This design comes from an exercise in tuning for small area on the open sky130 flow, not from production work. In this exercise RTL edits were held to simulation tests only and were not proved equivalent to the original.

==> inputs of run a <==
## oq_stats_top
module oq_stats_top #(
  parameter int num_queues   = 5,     
  parameter int usec_div     = 125,   
  parameter int watch_queue  = 3,
  parameter int num_rcv_time = 8,
  parameter int chunk_bytes  = 11     
) (
  input  wire                         axi_aclk,
  input  wire                         axi_resetn,
  input  wire [num_queues*35-1:0]     q_events,
  input  wire [31:0]                  bytes_stored,
  input  wire [31:0]                  bytes_dropped,
  input  wire [7:0]                   reg_addr,
  input  wire                         reg_wr,
  input  wire                         reg_rd,
  input  wire [31:0]                  reg_wdata,
  output wire [31:0]                  reg_rdata,
  output wire                         reg_rd_ack,
  output wire [31:0]                  ipd_value
);
export LEC_CHECK = 0
export CAP_MARGIN = 20
export CORE_MARGIN = 2
export CORE_UTILIZATION = 55
export SETUP_SLACK_MARGIN = 0.15
export SLEW_MARGIN = 20
create_clock -name core_clock -period 8.0 [get_ports {axi_aclk}]
standard.sh (not shown) runs the stock make flow with config.mk's settings and CLKGATE_MAP_FILE= SYNTH_SCRIPT=/design/flow/synth_recipe.tcl, a recipe that flattens the netlist after the stock synthesis.
==> flow/flow/run.sh <==
#!/bin/bash
# Standard layout (bash standard.sh, unchanged synthesis, floorplan, power grid and
# routing) with these choices passed through the environment:
#  - the port buffers are buf_1 cells (the standard flow picks a delay buffer);
#  - CTS uses clkbuf_4, clusters of up to 6 sinks within 45 um, and inserts no dummy loads.
# The full output of the run goes to standard.log in the work folder; ORFS keeps
# each step's own log under orfs/logs/.
set -euo pipefail
export BUFFER_PORTS_ARGS="-buffer_cell sky130_fd_sc_hd__buf_1"
export CTS_ARGS="-sink_clustering_enable -repair_clock_nets -dont_use_dummy_load -sink_clustering_size 6 -sink_clustering_max_diameter 45 -buf_list sky130_fd_sc_hd__clkbuf_4"
bash standard.sh > standard.log 2>&1
==> run b (differences from run a) <==
==> flow/run.sh (new file) <==
#!/bin/bash
# synth_recipe.tcl (not shown) runs the flow's synth.tcl, then flattens the netlist and writes it again
# the make line also repeats each setting of config.mk as NAME=value (left out here)
make -C /OpenROAD-flow-scripts/flow DESIGN_CONFIG=/design/flow/config.mk WORK_HOME=/design/flow/orfs CLKGATE_MAP_FILE= SYNTH_SCRIPT=/design/flow/synth_recipe.tcl finish
--- a/flow/config.mk
+++ b/flow/config.mk
@@ -10,3 +10,2 @@
 export CORE_UTILIZATION = 55
-export SETUP_SLACK_MARGIN = 0.15
 export SLEW_MARGIN = 20
removed: flow/flow/run.sh
removed: flow/standard.sh
==> run c (differences from run a) <==
==> flow/flow/run.sh (replaced) <==
#!/bin/bash
# Standard layout (bash standard.sh, unchanged synthesis, floorplan, power grid and
# routing) with these choices passed through the environment:
#  - the port buffers are buf_1 cells (the standard flow picks a delay buffer);
#  - CTS uses clkbuf_4/clkbuf_8 and inserts no dummy loads.
# The full output of the run goes to standard.log in the work folder; ORFS keeps
# each step's own log under orfs/logs/.
set -euo pipefail
export BUFFER_PORTS_ARGS="-buffer_cell sky130_fd_sc_hd__buf_1"
export CTS_ARGS="-sink_clustering_enable -repair_clock_nets -dont_use_dummy_load -buf_list {sky130_fd_sc_hd__clkbuf_4 sky130_fd_sc_hd__clkbuf_8}"
bash standard.sh > standard.log 2>&1
==> summary of the runs <==
- In run a the worst hold slack is lower than in run b, by 0.023 ns.
- In synthesized area, run b and run c do not differ.
- Via count: run b > run a > run c.
- In flip-flop and latch count, run a and run c do not differ.
- The lowest fmax belongs to run b, the highest to run c.

==> v30 <==
==> flow/design.v <==
`default_nettype none
package oq_stats_pkg;
  localparam int data_width = 32;
  localparam int addr_width = 8;
  typedef logic [data_width-1:0] word_t;
  typedef logic [addr_width-1:0] reg_addr_t;
  localparam reg_addr_t ctrl_addr  = 8'd0;    
  localparam reg_addr_t ipd_addr   = 8'd1;
  localparam reg_addr_t stats_base = 8'd16;   
  localparam reg_addr_t rcv_base   = 8'd64;   
  localparam int        stats_per_queue = 8;
  typedef struct packed {
    logic  stored;
    logic  removed;
    logic  dropped;
    word_t bytes_removed;   
  } q_event_t;
  typedef struct packed {
    word_t pkt_stored;
    word_t bytes_stored;
    word_t pkt_removed;
    word_t bytes_removed;
    word_t pkt_dropped;
    word_t bytes_dropped;
    word_t pkt_in_queue;
    word_t bytes_in_queue;
  } q_stats_t;
endpackage
`default_nettype wire
`default_nettype none
module usec_timer #(
  parameter int usec_div = 125
) (
  input  wire                 axi_aclk,
  input  wire                 axi_resetn,
  output logic [31:0]         usec_time
);
  localparam int               div_w    = (usec_div > 1) ? $clog2(usec_div) : 1;
  localparam logic [div_w-1:0] div_last = div_w'(usec_div - 1);
  logic [div_w-1:0] div_cnt;
  logic             tick;
  always_ff @(posedge axi_aclk) begin
    if (!axi_resetn) begin
      div_cnt <= '0;
      tick    <= 1'b0;
    end else if (div_cnt == div_last) begin
      div_cnt <= '0;
      tick    <= 1'b1;
    end else begin
      div_cnt <= div_cnt + 1'b1;
      tick    <= 1'b0;
    end
  end
  wire [32:0] c;
  wire [31:0] nxt;
  assign c[0] = tick;
  for (genvar i = 0; i < 32; i++) begin : g_inc
    assign nxt[i]  = usec_time[i] ^ c[i];
    assign c[i+1]  = usec_time[i] & c[i];
  end
  always_ff @(posedge axi_aclk) begin
    if (!axi_resetn) begin
      usec_time <= '0;
    end else begin
      usec_time <= nxt;   
    end
  end
endmodule
`default_nettype wire
`default_nettype none
module acc32 #(
  parameter int CH = 11
) (
  input  wire              axi_aclk,
  input  wire              z,
  input  wire [31:0]       b,
  output logic [31:0]      s_q,      
  output wire  [31:0]      c_vec     
);
  logic [31:0] pc_q;    
  wire  [32:0] c;
  wire  [31:0] sum;
  wire  [31:0] s_g = s_q & {32{~z}};
  for (genvar i = 0; i < 32; i++) begin : g_bit
    wire a_i = s_g[i];
    wire cin;
    if (i == 0) begin : g_c0
      assign cin = 1'b0;
    end else if (i % CH == 0) begin : g_cp
      assign cin = pc_q[i] & ~z;
    end else begin : g_cr
      assign cin = c[i];
    end
    assign sum[i] = a_i ^ b[i] ^ cin;
    assign c[i+1] = (a_i & b[i]) | (cin & (a_i ^ b[i]));
    if (i > 0 && i % CH == 0) begin : g_pc
      always_ff @(posedge axi_aclk) pc_q[i] <= c[i];
      assign c_vec[i] = pc_q[i];
    end else begin : g_npc
      assign c_vec[i] = 1'b0;
    end
  end
  always_ff @(posedge axi_aclk) s_q <= sum;
endmodule
module cnt32 (
  input  wire              axi_aclk,
  input  wire              z,
  input  wire              ci,
  output logic [31:0]      s_q
);
  wire [32:0] c;      
  wire [31:0] nxt;
  wire        zn  = ~z;
  wire        c0z = ci & zn;
  wire        c0n = ~ci & zn;
  assign c[0] = ci;
  assign c[1] = s_q[0] & c0z;
  assign nxt[0] = (s_q[0] & zn) ? ~ci : ci;
  for (genvar i = 1; i < 32; i++) begin : g_bit
    wire cz = c[i] & zn;
    wire cn = ~(c[i] | z);
    assign nxt[i]  = s_q[i] ? cn : cz;
    if (i < 31) begin : g_c
      assign c[i+1] = s_q[i] & c[i];
    end
  end
  assign c[32] = 1'b0;
  always_ff @(posedge axi_aclk) s_q <= nxt;
endmodule
module queue_stats #(
  parameter int CHB = 11    
) (
  input  wire              axi_aclk,
  input  wire              z,
  input  wire              cnt_en,          
  input  wire [34:0]       q_event,
  input  wire [31:0]       bytes_stored,
  input  wire [31:0]       bytes_dropped,
  output wire [6*32-1:0]   f_s,             
  output wire [6*32-1:0]   f_c,
  output logic [31:0]      rp_s,            
  output logic [31:0]      rp_c,
  output logic             s_prev,          
  output logic             r_prev           
);
  wire st = q_event[34] & cnt_en;
  wire rm = q_event[33] & cnt_en;
  wire dr = q_event[32] & cnt_en;
  cnt32 u_ps (.axi_aclk(axi_aclk), .z(z), .ci(st), .s_q(f_s[0*32 +: 32]));
  acc32 #(.CH(CHB)) u_bs (.axi_aclk(axi_aclk), .z(z), .b(bytes_stored & {32{st}}),
    .s_q(f_s[1*32 +: 32]), .c_vec(f_c[1*32 +: 32]));
  cnt32 u_pr (.axi_aclk(axi_aclk), .z(z), .ci(rm), .s_q(f_s[2*32 +: 32]));
  acc32 #(.CH(CHB)) u_br (.axi_aclk(axi_aclk), .z(z), .b(q_event[31:0] & {32{rm}}),
    .s_q(f_s[3*32 +: 32]), .c_vec(f_c[3*32 +: 32]));
  cnt32 u_pd (.axi_aclk(axi_aclk), .z(z), .ci(dr), .s_q(f_s[4*32 +: 32]));
  acc32 #(.CH(CHB)) u_bd (.axi_aclk(axi_aclk), .z(z), .b(bytes_dropped & {32{dr}}),
    .s_q(f_s[5*32 +: 32]), .c_vec(f_c[5*32 +: 32]));
  assign f_c[0*32 +: 32] = '0;
  assign f_c[2*32 +: 32] = '0;
  assign f_c[4*32 +: 32] = '0;
  always_ff @(posedge axi_aclk) begin
    rp_s   <= f_s[3*32 +: 32];
    rp_c   <= f_c[3*32 +: 32];
    s_prev <= st;
    r_prev <= rm;
  end
endmodule
`default_nettype wire
`default_nettype none
module rcv_time_log #(
  parameter int num_rcv_time = 8
) (
  input  wire                                      axi_aclk,
  input  wire                                      axi_resetn,
  input  wire                                      pkt_stored,
  input  wire [31:0]                               usec_time,
  output logic [num_rcv_time*32-1:0]               entries
);
  localparam int               idx_w    = (num_rcv_time > 1) ? $clog2(num_rcv_time) : 1;
  localparam logic [idx_w-1:0] idx_last = idx_w'(num_rcv_time - 1);
  logic [idx_w-1:0] wr_idx;   
  always_ff @(posedge axi_aclk) begin
    if (!axi_resetn) begin
      wr_idx <= '0;
    end else if (pkt_stored) begin
      wr_idx <= (wr_idx == idx_last) ? '0 : wr_idx + 1'b1;
    end
  end
  always_ff @(posedge axi_aclk) begin
    if (!axi_resetn) begin
      entries <= '0;
    end else if (pkt_stored) begin
      entries[wr_idx*32 +: 32] <= usec_time;
    end
  end
endmodule
`default_nettype wire
`default_nettype none
module stats_regs #(
  parameter int num_queues   = 5,
  parameter int num_rcv_time = 8
) (
  input  wire                                         axi_aclk,
  input  wire                                         axi_resetn,
  input  wire [7:0]                                   reg_addr,
  input  wire                                         reg_wr,
  input  wire                                         reg_rd,
  input  wire [31:0]                                  reg_wdata,
  output logic [31:0]                                 reg_rdata,
  output logic                                        reg_rd_ack,
  output logic                                        clear_cntrs,
  output logic [31:0]                                 ipd_value,
  input  wire                                         z,        
  input  wire                                         dz,       
  input  wire                                         rz,       
  input  wire [num_queues*6*32-1:0]                   f_s,      
  input  wire [num_queues*6*32-1:0]                   f_c,      
  input  wire [num_queues*32-1:0]                     rp_s,
  input  wire [num_queues*32-1:0]                     rp_c,
  input  wire [num_queues-1:0]                        s_prev,
  input  wire [num_queues-1:0]                        r_prev,
  input  wire [31:0]                                  a_prev,
  input  wire [num_rcv_time*32-1:0]                   rcv_entries
);
  always_ff @(posedge axi_aclk) begin
    if (!axi_resetn) begin
      clear_cntrs <= 1'b0;
      ipd_value   <= '0;
    end else if (reg_wr) begin
      if (reg_addr == oq_stats_pkg::ctrl_addr) begin
        clear_cntrs <= reg_wdata[0];
      end
      if (reg_addr == oq_stats_pkg::ipd_addr) begin
        ipd_value <= reg_wdata;
      end
    end
  end
  wire [2:0] k     = reg_addr[2:0];
  wire       in_q  = (k[2:1] == 2'b11);               
  wire [2:0] f     = in_q ? {2'b00, k[0]} : k;        
  wire       hit_s = (reg_addr[7:6] == 2'b00) && (reg_addr[5:4] != 2'b00) &&
                     (reg_addr[5:3] != 3'b111);       
  wire       en1   = hit_s && !(in_q ? dz : z);
  wire       en2   = hit_s && in_q && !dz;
  wire       hit_l = (reg_addr[7:3] == 5'b01000);     
  logic [31:0] m1_s, m1_c, m2_s, m2_c, op3;
  logic        sp, rpv;
  always_comb begin
    m1_s = '0; m1_c = '0; m2_s = '0; m2_c = '0; sp = 1'b0; rpv = 1'b0;
    for (int i = 0; i < num_queues; i++) begin
      for (int j = 0; j < 6; j++) begin
        if (en1 && reg_addr[5:3] == 3'(i + 2) && f == 3'(j)) begin
          m1_s = m1_s | f_s[(i*6+j)*32 +: 32];
          m1_c = m1_c | f_c[(i*6+j)*32 +: 32];
        end
      end
      if (en2 && reg_addr[5:3] == 3'(i + 2)) begin
        if (!k[0]) begin
          m2_s = m2_s | f_s[(i*6+2)*32 +: 32];
          m2_c = m2_c | f_c[(i*6+2)*32 +: 32];
        end else if (!rz) begin
          m2_s = m2_s | rp_s[i*32 +: 32];
          m2_c = m2_c | rp_c[i*32 +: 32];
        end
        sp   = sp  | s_prev[i];
        rpv  = rpv | r_prev[i];
      end
    end
    for (int i = 0; i < num_rcv_time; i++) begin
      if (hit_l && k == 3'(i)) m1_s = m1_s | rcv_entries[i*32 +: 32];
    end
    if (reg_addr == oq_stats_pkg::ctrl_addr) m1_s[0] = m1_s[0] | clear_cntrs;
    if (reg_addr == oq_stats_pkg::ipd_addr)  m1_s = m1_s | ipd_value;
    if (k[0]) op3 = sp ? a_prev : 32'd0;
    else      op3 = {{31{rpv & ~sp}}, sp ^ rpv};
  end
  wire [31:0] rd_word = m1_s + m1_c - m2_s - m2_c - op3;
  always_ff @(posedge axi_aclk) begin
    if (!axi_resetn) begin
      reg_rd_ack <= 1'b0;
    end else begin
      reg_rd_ack <= reg_rd;   
    end
  end
  always_ff @(posedge axi_aclk) begin
    reg_rdata <= rd_word;
  end
endmodule
`default_nettype wire
`default_nettype none
module oq_stats_top #(
  parameter int num_queues   = 5,     
  parameter int usec_div     = 125,   
  parameter int watch_queue  = 3,
  parameter int num_rcv_time = 8,
  parameter int chunk_bytes  = 11     
) (
  input  wire                         axi_aclk,
  input  wire                         axi_resetn,
  input  wire [num_queues*35-1:0]     q_events,
  input  wire [31:0]                  bytes_stored,
  input  wire [31:0]                  bytes_dropped,
  input  wire [7:0]                   reg_addr,
  input  wire                         reg_wr,
  input  wire                         reg_rd,
  input  wire [31:0]                  reg_wdata,
  output wire [31:0]                  reg_rdata,
  output wire                         reg_rd_ack,
  output wire [31:0]                  ipd_value
);
  wire [31:0]                 usec_time;
  wire                        clear_cntrs;
  wire [num_rcv_time*32-1:0]  rcv_entries;
  wire [num_queues*6*32-1:0]  f_s, f_c;
  wire [num_queues*32-1:0]    rp_s, rp_c;
  wire [num_queues-1:0]       s_prev, r_prev;
  logic        z, dz, rz;
  logic [31:0] a_prev;   
  always_ff @(posedge axi_aclk) begin
    z      <= !axi_resetn || clear_cntrs;
    dz     <= !axi_resetn;
    rz     <= z;
    a_prev <= bytes_stored;
  end
  usec_timer #(
    .usec_div (usec_div)
  ) u_usec_timer (
    .axi_aclk   (axi_aclk),
    .axi_resetn (axi_resetn),
    .usec_time  (usec_time)
  );
  for (genvar q = 0; q < num_queues; q++) begin : g_queue
    queue_stats #(
      .CHB (chunk_bytes)
    ) u_queue_stats (
      .axi_aclk      (axi_aclk),
      .z             (z),
      .cnt_en        (!clear_cntrs),
      .q_event       (q_events[q*35 +: 35]),
      .bytes_stored  (bytes_stored),
      .bytes_dropped (bytes_dropped),
      .f_s           (f_s[q*192 +: 192]),
      .f_c           (f_c[q*192 +: 192]),
      .rp_s          (rp_s[q*32 +: 32]),
      .rp_c          (rp_c[q*32 +: 32]),
      .s_prev        (s_prev[q]),
      .r_prev        (r_prev[q])
    );
  end
  rcv_time_log #(
    .num_rcv_time (num_rcv_time)
  ) u_rcv_time_log (
    .axi_aclk   (axi_aclk),
    .axi_resetn (axi_resetn),
    .pkt_stored (q_events[watch_queue*35 + 34]),
    .usec_time  (usec_time),
    .entries    (rcv_entries)
  );
  stats_regs #(
    .num_queues   (num_queues),
    .num_rcv_time (num_rcv_time)
  ) u_stats_regs (
    .axi_aclk    (axi_aclk),
    .axi_resetn  (axi_resetn),
    .reg_addr    (reg_addr),
    .reg_wr      (reg_wr),
    .reg_rd      (reg_rd),
    .reg_wdata   (reg_wdata),
    .reg_rdata   (reg_rdata),
    .reg_rd_ack  (reg_rd_ack),
    .clear_cntrs (clear_cntrs),
    .ipd_value   (ipd_value),
    .z           (z),
    .dz          (dz),
    .rz          (rz),
    .f_s         (f_s),
    .f_c         (f_c),
    .rp_s        (rp_s),
    .rp_c        (rp_c),
    .s_prev      (s_prev),
    .r_prev      (r_prev),
    .a_prev      (a_prev),
    .rcv_entries (rcv_entries)
  );
endmodule
`default_nettype wire
==> flow/run.sh <==
#!/bin/bash
# synth_recipe.tcl (not shown) runs the flow's synth.tcl, then flattens the netlist and writes it again
# the make line also repeats each setting of config.mk as NAME=value (left out here)
make -C /OpenROAD-flow-scripts/flow DESIGN_CONFIG=/design/flow/config.mk WORK_HOME=/design/flow/orfs CLKGATE_MAP_FILE= SYNTH_SCRIPT=/design/flow/synth_recipe.tcl finish
==> flow/config.mk <==
export PLATFORM = sky130hd
export DESIGN_NAME = oq_stats_top
export DESIGN_NICKNAME = oq_stats_top
export VERILOG_FILES = /design/flow/design.v
export SDC_FILE = /design/flow/constraint.sdc
export NUM_CORES = 4
export LEC_CHECK = 0
export CAP_MARGIN = 20
export CORE_MARGIN = 2
export CORE_UTILIZATION = 55
export CTS_BUF_LIST = sky130_fd_sc_hd__clkbuf_4
export CTS_CLUSTER_SIZE = 20
export SLEW_MARGIN = 20
==> flow/constraint.sdc <==
create_clock -name core_clock -period 8.0 [get_ports {axi_aclk}]
set_input_delay 1.6000 -clock core_clock [delete_from_list [all_inputs] [get_ports {axi_aclk}]]
set_output_delay 1.6000 -clock core_clock [all_outputs]
set_load 0.01 [all_outputs]
==> v34 (differences from v30) <==
==> flow/flow/run.sh (new file) <==
#!/bin/bash
# Standard layout (bash standard.sh, unchanged synthesis, floorplan, power grid and
# routing) with these choices passed through the environment:
#  - the port buffers are buf_1 cells (the standard flow picks a delay buffer);
#  - CTS uses clkbuf_4, clusters of up to 8 sinks within 50 um, and inserts no dummy loads.
# The full output of the run goes to standard.log in the work folder; ORFS keeps
# each step's own log under orfs/logs/.
set -euo pipefail
export BUFFER_PORTS_ARGS="-buffer_cell sky130_fd_sc_hd__buf_1"
export CTS_ARGS="-sink_clustering_enable -repair_clock_nets -dont_use_dummy_load -sink_clustering_size 8 -sink_clustering_max_diameter 50 -buf_list sky130_fd_sc_hd__clkbuf_4"
bash standard.sh > standard.log 2>&1
==> flow/standard.sh (new file) <==
#!/bin/bash
# synth_recipe.tcl (not shown) runs the flow's synth.tcl, then flattens the netlist and writes it again
# the make line also repeats each setting of config.mk as NAME=value (left out here)
make -C /OpenROAD-flow-scripts/flow DESIGN_CONFIG=/design/flow/config.mk WORK_HOME=/design/flow/orfs CLKGATE_MAP_FILE= SYNTH_SCRIPT=/design/flow/synth_recipe.tcl "${@:-finish}"
- CTS_BUF_LIST: sky130_fd_sc_hd__clkbuf_4 -> default
- CTS_CLUSTER_SIZE: 20 -> default
- SETUP_SLACK_MARGIN: default -> 0.15
removed: flow/run.sh
==> results.json <==
{
  "multi_input_area_share": 0.506,
  "dpl.hpwl_um": 273000,
  "clockBufferCount": 226,
  "endpoint": "u_stats_regs.reg_rdata[30]",
  "nonClkBufAreaFrac": 0.0529,
  "post_dp_cell_area_um2": 81600,
  "p_clk_mw": 4.04,
  "status": "timing/DRC/antenna clean"
}
# the run above: v34

==> results.json <==
{
  "post_dp_cell_area_um2": 84700,
  "p_clk_mw": 7.02,
  "slew_headroom": 0.172,
  "area_growth_pct": 17.4,
  "dpl.hpwl_um": 274000,
  "nonClkBufAreaFrac": 0.0836,
  "netlist_area_um2": 76500,
  "clockBufferCount": 607,
  "multi_input_area_share": 0.470,
  "status": "timing/DRC/antenna clean",
  "grt_use_met1": 0.653
}
# the run above: v30

[port drivers added, routing unchanged]
No port has a modelled driver above. Below, the same layouts with a new extraction and two added sets of constraints. Step 1 sets driving cells, clkbuf_16 on the clock port and buf_2 on the other inputs (assumed; they add their load-dependent delay and slew). Step 2 also shifts input and output timing later by t, the mid clock arrival at the registers, as if the neighbouring blocks saw the same clock. a / b / c = ideal / step 1 / step 2; a / b = the first two.
| run | t (ns) | setup WS [ns] | latest minus earliest clock arrival (ns) | worst data-port slew with drivers (ns) | cell pins on the clock port's net |
|---|---|---|---|---|---|
| run a | 1.341 | 0.303 / 0.313 / -1.028 | 0.115 / 0.115 | 0.22 | 1 |
| run b | 0.899 | 0.152 / 0.212 / -0.688 | 0.028 / 0.027 | 0.23 | 1 |
| run c | 1.062 | 0.416 / 0.446 / -0.616 | 0.097 / 0.096 | 0.22 | 1 |
| v30 | 1.418 | 0.666 / 0.726 / -0.692 | 0.102 / 0.102 | 0.23 | 1 |
| v34 | 1.325 | 0.401 / 0.405 / -0.917 | 0.147 / 0.147 | 0.29 | 1 |
With both steps, setup timing fails in every run listed, where it was met with ideal ports. The setup slack of v30, which loses most, moves by +0.060 ns with the drivers and by -1.358 ns with both steps.
